From an optimization exercise on the open Yosys and OpenROAD flow, aimed at small area; shortcuts taken in it are not production practice. The RTL was checked by simulation tests, not by an equivalence proof against the original design. Power and IR drop assume default switching activity.

==> inputs of job 8779 <==
## pixel_generator
module pixel_generator (
    input  logic                            out_stream_aclk,
    input  logic                            periph_resetn,
    output logic [32-1:0]       out_stream_tdata,
    output logic [32/8-1:0]     out_stream_tkeep,
    output logic                            out_stream_tlast,
    input  logic                            out_stream_tready,
    output logic                            out_stream_tvalid,
    output logic [0:0]                      out_stream_tuser,
    input  logic [8-1:0]  s_axi_lite_araddr,
    output logic                            s_axi_lite_arready,
    input  logic                            s_axi_lite_arvalid,
    input  logic [8-1:0]  s_axi_lite_awaddr,
    output logic                            s_axi_lite_awready,
    input  logic                            s_axi_lite_awvalid,
    input  logic                            s_axi_lite_bready,
  ...
==> flow/config.mk <==
export PLATFORM = sky130hd
export DESIGN_NAME = pixel_generator
export DESIGN_NICKNAME = pixel_generator
export VERILOG_FILES = /design/flow/design.v
export SDC_FILE = /design/flow/constraint.sdc
export NUM_CORES = 4
export LEC_CHECK = 0
export CAP_MARGIN = 20
export CORE_MARGIN = 2
export CORE_UTILIZATION = 60
export PLACE_DENSITY = 0.75
export SLEW_MARGIN = 20
==> flow/constraint.sdc <==
create_clock -name core_clock -period 5.0 [get_ports {out_stream_aclk}]
set_input_delay 1.0000 -clock core_clock [delete_from_list [all_inputs] [get_ports {out_stream_aclk}]]
set_output_delay 1.0000 -clock core_clock [all_outputs]
set_load 0.01 [all_outputs]
standard.sh (not shown) runs the stock make flow with config.mk's settings and CLKGATE_MAP_FILE= SYNTH_SCRIPT=/design/flow/synth_recipe.tcl, a recipe that flattens the netlist after the stock synthesis.
==> flow/flow/run.sh <==
#!/bin/bash
# The standard layout (standard.sh), with these changes:
#  - after the standard synthesis, the combinational logic between the
#    flip-flops is re-mapped for area (flow/remap.sh, flow/remap.tcl);
#    flip-flops and tie cells stay exactly as the standard synthesis made
#    them (same instances, names and cell types);
#  - ports are buffered with the smallest buffer, sky130_fd_sc_hd__buf_1;
#  - a leaner clock tree (small buffers, no dummy loads);
#  - one tie cell per constant instead of one per load.
# Each tool's output goes to a log file of its own in this folder.
set -euo pipefail
export BUFFER_PORTS_ARGS="-buffer_cell sky130_fd_sc_hd__buf_1"
export CTS_ARGS="-sink_clustering_enable -repair_clock_nets -dont_use_dummy_load -buf_list sky130_fd_sc_hd__clkbuf_8 -sink_clustering_size 22 -sink_clustering_max_diameter 40"
export SKIP_REPAIR_TIE_FANOUT=1
bash standard.sh synth > synth.log 2>&1
R=orfs/results/$FLOW_PLATFORM/pixel_generator/base
cp $R/1_2_yosys.v standard_synth.v
bash flow/remap.sh > remap.log 2>&1
cp remapped.v $R/1_2_yosys.v
rm -f $R/1_synth.odb $R/1_synth.sdc
bash standard.sh > standard.log 2>&1
==> flow/flow/remap.sh <==
#!/bin/bash
# Re-map the combinational logic of the standard synthesis (standard_synth.v)
# with a few area-oriented ABC scripts; keep the smallest as remapped.v.
set -euo pipefail
R2="balance;rewrite;refactor;balance;rewrite;rewrite,-z;balance;refactor,-z;rewrite,-z;balance"
scripts=(
  "strash;$R2;dch,-f;amap;topo"
  "strash;dc2;dch,-f;amap;topo"
  "strash;$R2;$R2;dch,-f;amap;topo"
  "strash;dc2;$R2;dc2;dch,-f;amap;topo"
  "strash;ifraig;scorr;dc2;strash;dch,-f;amap;topo"
  "strash;$R2;dch,-f;amap;topo;strash;$R2;dch,-f;amap;topo"
  "strash;dc2;dch,-f;map,-a;topo"
)
export REMAP_LIB=$FLOW_HOME/platforms/$FLOW_PLATFORM/lib/sky130_fd_sc_hd__tt_025C_1v80.lib
export REMAP_IN=standard_synth.v REMAP_KEEP=flow/seq_cells.txt
best=""; best_area=""
for i in "${!scripts[@]}"; do
  mkdir -p remap_$i
  if REMAP_SCRIPT="${scripts[$i]}" REMAP_OUT=remap_$i/out.v REMAP_DIR=remap_$i \
      yosys -c flow/remap.tcl > remap_$i.log 2>&1; then
    a=$(awk '/Chip area for top module/ {print $NF}' remap_$i/remap_after.txt | tail -1)
    echo "script $i area $a: ${scripts[$i]}" >> remap_choice.log
    if [[ -n "$a" ]] && { [[ -z "$best_area" ]] || awk -v a="$a" -v b="$best_area" 'BEGIN{exit !(a<b)}'; }; then
      best=$i; best_area=$a
    fi
  else
    echo "script $i failed: ${scripts[$i]}" >> remap_choice.log
  fi
done
echo "kept script $best, area $best_area" >> remap_choice.log
cp remap_$best/out.v remapped.v
==> flow/flow/remap.tcl <==
# Re-map the standard synthesis's combinational logic for area with the ABC
# script in REMAP_SCRIPT (run.sh tries a few and keeps the smallest).
# Flip-flops and tie cells are kept as they are (same instances, names and
# cell types); only the logic between them is redone.
yosys -import
set lib $::env(REMAP_LIB)
set fin $::env(REMAP_IN)
set fout $::env(REMAP_OUT)
read_liberty -ignore_miss_func $lib
read_verilog $fin
hierarchy -top $::env(FLOW_TOP)
set fh [open $::env(REMAP_KEEP) r]
foreach c [split [read $fh] "\n"] {
  if {$c ne ""} { setattr -mod -set keep_hierarchy 1 $c }
}
close $fh
setattr -mod -set keep_hierarchy 1 sky130_fd_sc_hd__conb_1
tee -o $::env(REMAP_DIR)/remap_before.txt stat -liberty $lib
flatten
opt_clean
abc -liberty $lib -dont_use sky130_fd_sc_hd__probe* -dont_use sky130_fd_sc_hd__lpflow* \
  -script "+$::env(REMAP_SCRIPT)"
opt_clean -purge
hilomap -singleton -hicell sky130_fd_sc_hd__conb_1 HI -locell sky130_fd_sc_hd__conb_1 LO
opt_clean -purge
tee -o $::env(REMAP_DIR)/remap_after.txt stat -liberty $lib
select -module $::env(FLOW_TOP)
write_verilog -noattr -nohex -nodec -selected $fout
==> flow/flow/seq_cells.txt <==
sky130_fd_sc_hd__dfbbn_1
sky130_fd_sc_hd__dfbbn_2
sky130_fd_sc_hd__dfbbp_1
sky130_fd_sc_hd__dfrbp_1
sky130_fd_sc_hd__dfrbp_2
sky130_fd_sc_hd__dfrtn_1
sky130_fd_sc_hd__dfrtp_1
sky130_fd_sc_hd__dfrtp_2
sky130_fd_sc_hd__dfrtp_4
sky130_fd_sc_hd__dfsbp_1
sky130_fd_sc_hd__dfsbp_2
sky130_fd_sc_hd__dfstp_1
sky130_fd_sc_hd__dfstp_2
sky130_fd_sc_hd__dfstp_4
sky130_fd_sc_hd__dfxbp_1
sky130_fd_sc_hd__dfxbp_2
sky130_fd_sc_hd__dfxtp_1
sky130_fd_sc_hd__dfxtp_2
sky130_fd_sc_hd__dfxtp_4
sky130_fd_sc_hd__dlclkp_1
sky130_fd_sc_hd__dlclkp_2
sky130_fd_sc_hd__dlclkp_4
sky130_fd_sc_hd__dlrbn_1
sky130_fd_sc_hd__dlrbn_2
sky130_fd_sc_hd__dlrbp_1
sky130_fd_sc_hd__dlrbp_2
sky130_fd_sc_hd__dlrtn_1
sky130_fd_sc_hd__dlrtn_2
sky130_fd_sc_hd__dlrtn_4
sky130_fd_sc_hd__dlrtp_1
sky130_fd_sc_hd__dlrtp_2
sky130_fd_sc_hd__dlrtp_4
sky130_fd_sc_hd__dlxbn_1
sky130_fd_sc_hd__dlxbn_2
sky130_fd_sc_hd__dlxbp_1
sky130_fd_sc_hd__dlxtn_1
sky130_fd_sc_hd__dlxtn_2
sky130_fd_sc_hd__dlxtn_4
sky130_fd_sc_hd__dlxtp_1
sky130_fd_sc_hd__edfxbp_1
sky130_fd_sc_hd__edfxtp_1
sky130_fd_sc_hd__lpflow_inputisolatch_1
sky130_fd_sc_hd__sdfbbn_1
sky130_fd_sc_hd__sdfbbn_2
sky130_fd_sc_hd__sdfbbp_1
sky130_fd_sc_hd__sdfrbp_1
sky130_fd_sc_hd__sdfrbp_2
sky130_fd_sc_hd__sdfrtn_1
sky130_fd_sc_hd__sdfrtp_1
sky130_fd_sc_hd__sdfrtp_2
sky130_fd_sc_hd__sdfrtp_4
sky130_fd_sc_hd__sdfsbp_1
sky130_fd_sc_hd__sdfsbp_2
sky130_fd_sc_hd__sdfstp_1
sky130_fd_sc_hd__sdfstp_2
sky130_fd_sc_hd__sdfstp_4
sky130_fd_sc_hd__sdfxbp_1
sky130_fd_sc_hd__sdfxbp_2
sky130_fd_sc_hd__sdfxtp_1
sky130_fd_sc_hd__sdfxtp_2
sky130_fd_sc_hd__sdfxtp_4
sky130_fd_sc_hd__sdlclkp_1
sky130_fd_sc_hd__sdlclkp_2
sky130_fd_sc_hd__sdlclkp_4
sky130_fd_sc_hd__sedfxbp_1
sky130_fd_sc_hd__sedfxbp_2
sky130_fd_sc_hd__sedfxtp_1
sky130_fd_sc_hd__sedfxtp_2
sky130_fd_sc_hd__sedfxtp_4
==> inputs of job 502, as changes to job 8779 <==
--- a/flow/flow/run.sh
+++ b/flow/flow/run.sh
@@ -10,7 +10,7 @@
 # Each tool's output goes to a log file of its own in this folder.
 set -euo pipefail
 export BUFFER_PORTS_ARGS="-buffer_cell sky130_fd_sc_hd__buf_1"
-export CTS_ARGS="-sink_clustering_enable -repair_clock_nets -dont_use_dummy_load -buf_list sky130_fd_sc_hd__clkbuf_8 -sink_clustering_size 22 -sink_clustering_max_diameter 40"
+export CTS_ARGS="-sink_clustering_enable -repair_clock_nets -dont_use_dummy_load -buf_list sky130_fd_sc_hd__clkbuf_4 -sink_clustering_size 12 -sink_clustering_max_diameter 40"
 export SKIP_REPAIR_TIE_FANOUT=1
 bash standard.sh synth > synth.log 2>&1
 R=orfs/results/$FLOW_PLATFORM/pixel_generator/base
==> flow/flow/remap.sh (replaced) <==
#!/bin/bash
# Re-map the combinational logic of the standard synthesis (standard_synth.v)
# with a few area-oriented ABC scripts. Each result is proved equivalent to
# the standard synthesis (flow/remap_eq.tcl); the smallest proven one becomes
# remapped.v, and if none is proven the standard synthesis is kept as it is.
set -uo pipefail
R2="balance;rewrite;refactor;balance;rewrite;rewrite,-z;balance;refactor,-z;rewrite,-z;balance"
C2="balance;resub;resub,-K,6;balance;resub,-z;resub,-z,-K,6;balance;resub,-z,-K,5;balance"
scripts=(
  "strash;$R2;dch,-f;amap;topo"
  "strash;dc2;dch,-f;amap;topo"
  "strash;$R2;$R2;dch,-f;amap;topo"
  "strash;dc2;$R2;dc2;dch,-f;amap;topo"
  "strash;ifraig;scorr;dc2;strash;dch,-f;amap;topo"
  "strash;$R2;dch,-f;amap;topo;strash;$R2;dch,-f;amap;topo"
  "strash;$R2;$C2;dch,-f;amap;topo"
  "strash;dch;amap;topo"
)
export REMAP_LIB=$FLOW_HOME/platforms/$FLOW_PLATFORM/lib/sky130_fd_sc_hd__tt_025C_1v80.lib
export REMAP_IN=standard_synth.v REMAP_KEEP=flow/seq_cells.txt
: > remap_choice.log
for i in "${!scripts[@]}"; do
  mkdir -p remap_$i
  if REMAP_SCRIPT="${scripts[$i]}" REMAP_OUT=remap_$i/out.v REMAP_DIR=remap_$i \
      yosys -c flow/remap.tcl > remap_$i/yosys.log 2>&1; then
    a=$(awk '/Chip area for top module/ {print $NF}' remap_$i/remap_after.txt | tail -1)
    echo "$a $i" >> remap_areas.txt
    echo "script $i area $a: ${scripts[$i]}" >> remap_choice.log
  else
    echo "script $i failed: ${scripts[$i]}" >> remap_choice.log
  fi
done
cp standard_synth.v remapped.v
for i in $(sort -g remap_areas.txt | awk '{print $2}'); do
  if REMAP_OUT=remap_$i/out.v yosys -c flow/remap_eq.tcl > remap_$i/equiv.log 2>&1; then
    echo "kept script $i (proved equivalent)" >> remap_choice.log
    cp remap_$i/out.v remapped.v
    break
  fi
  echo "script $i not proved equivalent, skipped" >> remap_choice.log
done
--- a/flow/flow/remap.tcl
+++ b/flow/flow/remap.tcl
@@ -25,4 +25,6 @@
 opt_clean -purge
 tee -o $::env(REMAP_DIR)/remap_after.txt stat -liberty $lib
 select -module $::env(FLOW_TOP)
+# fails unless every cell is a library cell (no internal $ cells left)
+select -assert-none t:$*
 write_verilog -noattr -nohex -nodec -selected $fout
==> flow/flow/remap_eq.tcl (new file) <==
# Prove that REMAP_OUT does what REMAP_IN (the standard synthesis) does, with
# every library cell read as its function. Fails unless the proof is complete.
yosys -import
set lib $::env(REMAP_LIB)
read_liberty -ignore_miss_func $lib
read_verilog $::env(REMAP_IN)
yosys rename $::env(FLOW_TOP) gold
read_verilog $::env(REMAP_OUT)
yosys rename $::env(FLOW_TOP) gate
flatten
opt_clean
async2sync
equiv_make gold gate equiv
hierarchy -top equiv
equiv_simple -seq 2
equiv_induct
equiv_status -assert
--- a/flow/config.mk
+++ b/flow/config.mk
@@ -7,6 +7,6 @@
 export LEC_CHECK = 0
 export CAP_MARGIN = 20
 export CORE_MARGIN = 2
-export CORE_UTILIZATION = 60
-export PLACE_DENSITY = 0.75
+export CORE_UTILIZATION = 80
+export PLACE_DENSITY = 0.95
 export SLEW_MARGIN = 20
==> inputs of job 383, as changes to job 8779 <==
==> flow/flow/run.sh (replaced) <==
#!/bin/bash
# Standard layout, with small port buffers and a leaner clock tree.
set -euo pipefail
export BUFFER_PORTS_ARGS="-buffer_cell sky130_fd_sc_hd__buf_1"
export CTS_ARGS="-sink_clustering_enable -repair_clock_nets -dont_use_dummy_load -buf_list sky130_fd_sc_hd__clkbuf_8 -sink_clustering_size 20 -sink_clustering_max_diameter 50"
export SKIP_REPAIR_TIE_FANOUT=1
bash standard.sh > standard.log 2>&1
removed: flow/flow/remap.sh
removed: flow/flow/remap.tcl
removed: flow/flow/seq_cells.txt
==> qor summary <==
                                                                               job 8779                    job 502                    job 383
Placed cells                                                                        729                        694                        874
Worst path setup slack after routing                                            1.18 ns                   0.996 ns                    1.40 ns
Result of the run                                      no timing/DRC/antenna violations  no timing/DRC/antenna violations  no timing/DRC/antenna violations
Total clock buffers created by CTS                                                   23                         27                         19
First-pass GRT wire length                                               18,000 microns             22,300 microns             21,300 microns
DP HPWL                                                                    7040 microns               9260 microns               8960 microns
Multi-input gate share of total cell area                                         11.3%                      11.6%                      19.2%
Critical hold path startpoint                                   regs0.ring[167]$_DFF_P_     regs0.ring[70]$_DFF_P_    regs0.ring[183]$_DFF_P_
Static leakage                                                               0.00302 uW                 0.00298 uW                 0.00323 uW
Wl on met1                                                                 4990 microns               5300 microns               6380 microns
Site Rows                                                                            39                         34                         43
First-pass detailed-route iteration total                                             5                          5                          4
Capturing instance or port of the critical path                     out_stream_tdata[5]       out_stream_tdata[21]        out_stream_tdata[5]
Maximum number of pins on one net before global-route repair                         35                         36                         36
Iteration-0 DRC count of the detailed router                                        318                        266                        281
Critical R2R Capture                                             regs0.ring[14]$_DFF_P_     regs0.ring[20]$_DFF_P_      regs0.ring[0]$_DFF_P_
Peak clock frequency supported by timing                                        262 MHz                    250 MHz                    277 MHz
# clk buffers                                                                        23                         27                         19
Routed met2 length                                                         5120 microns               7350 microns               6270 microns
Core ar.                                                                   0.0114 sq mm              0.00859 sq mm               0.0139 sq mm
Routing usage on met2                                                             29.7%                      53.5%                      28.9%
Clk root buf                                                  sky130_fd_sc_hd__clkbuf_8  sky130_fd_sc_hd__clkbuf_4  sky130_fd_sc_hd__clkbuf_8
WHS                                                                            0.279 ns                   0.307 ns                   0.287 ns
Number of cells on the critical path                                                  9                          9                          7

[separate check: timing with driven ports]
In the flow no input, the clock included, has a driving cell. The finished layouts below were timed again as built, in two steps.
Step 1: set_driving_cell puts a clkbuf_16 on out_stream_aclk and a buf_2 on each other input, an assumption about the parent block.
Step 2 times the ports against the registers' clock, not the clock port: input delays grow and output delays shrink by t, the midpoint of the rising clock arrivals with the driver on.
Slacks: ideal ports / drivers / drivers and shift; pairs: ideal ports / drivers.
run | t, ns | setup slack, ns | worst register clock-pin slew, ns
job 8779 | 0.518 | 1.182 / 1.150 / 1.101 | 0.11 / 0.11
job 502 | 0.614 | 0.996 / 0.964 / 0.925 | 0.12 / 0.12
job 383 | 0.510 | 1.395 / 1.359 / 1.733 | 0.11 / 0.11
After both steps every run listed still meets setup and hold. For job 8779, which loses most, drivers alone change the setup slack by -0.032 ns; drivers and shift together by -0.081 ns.
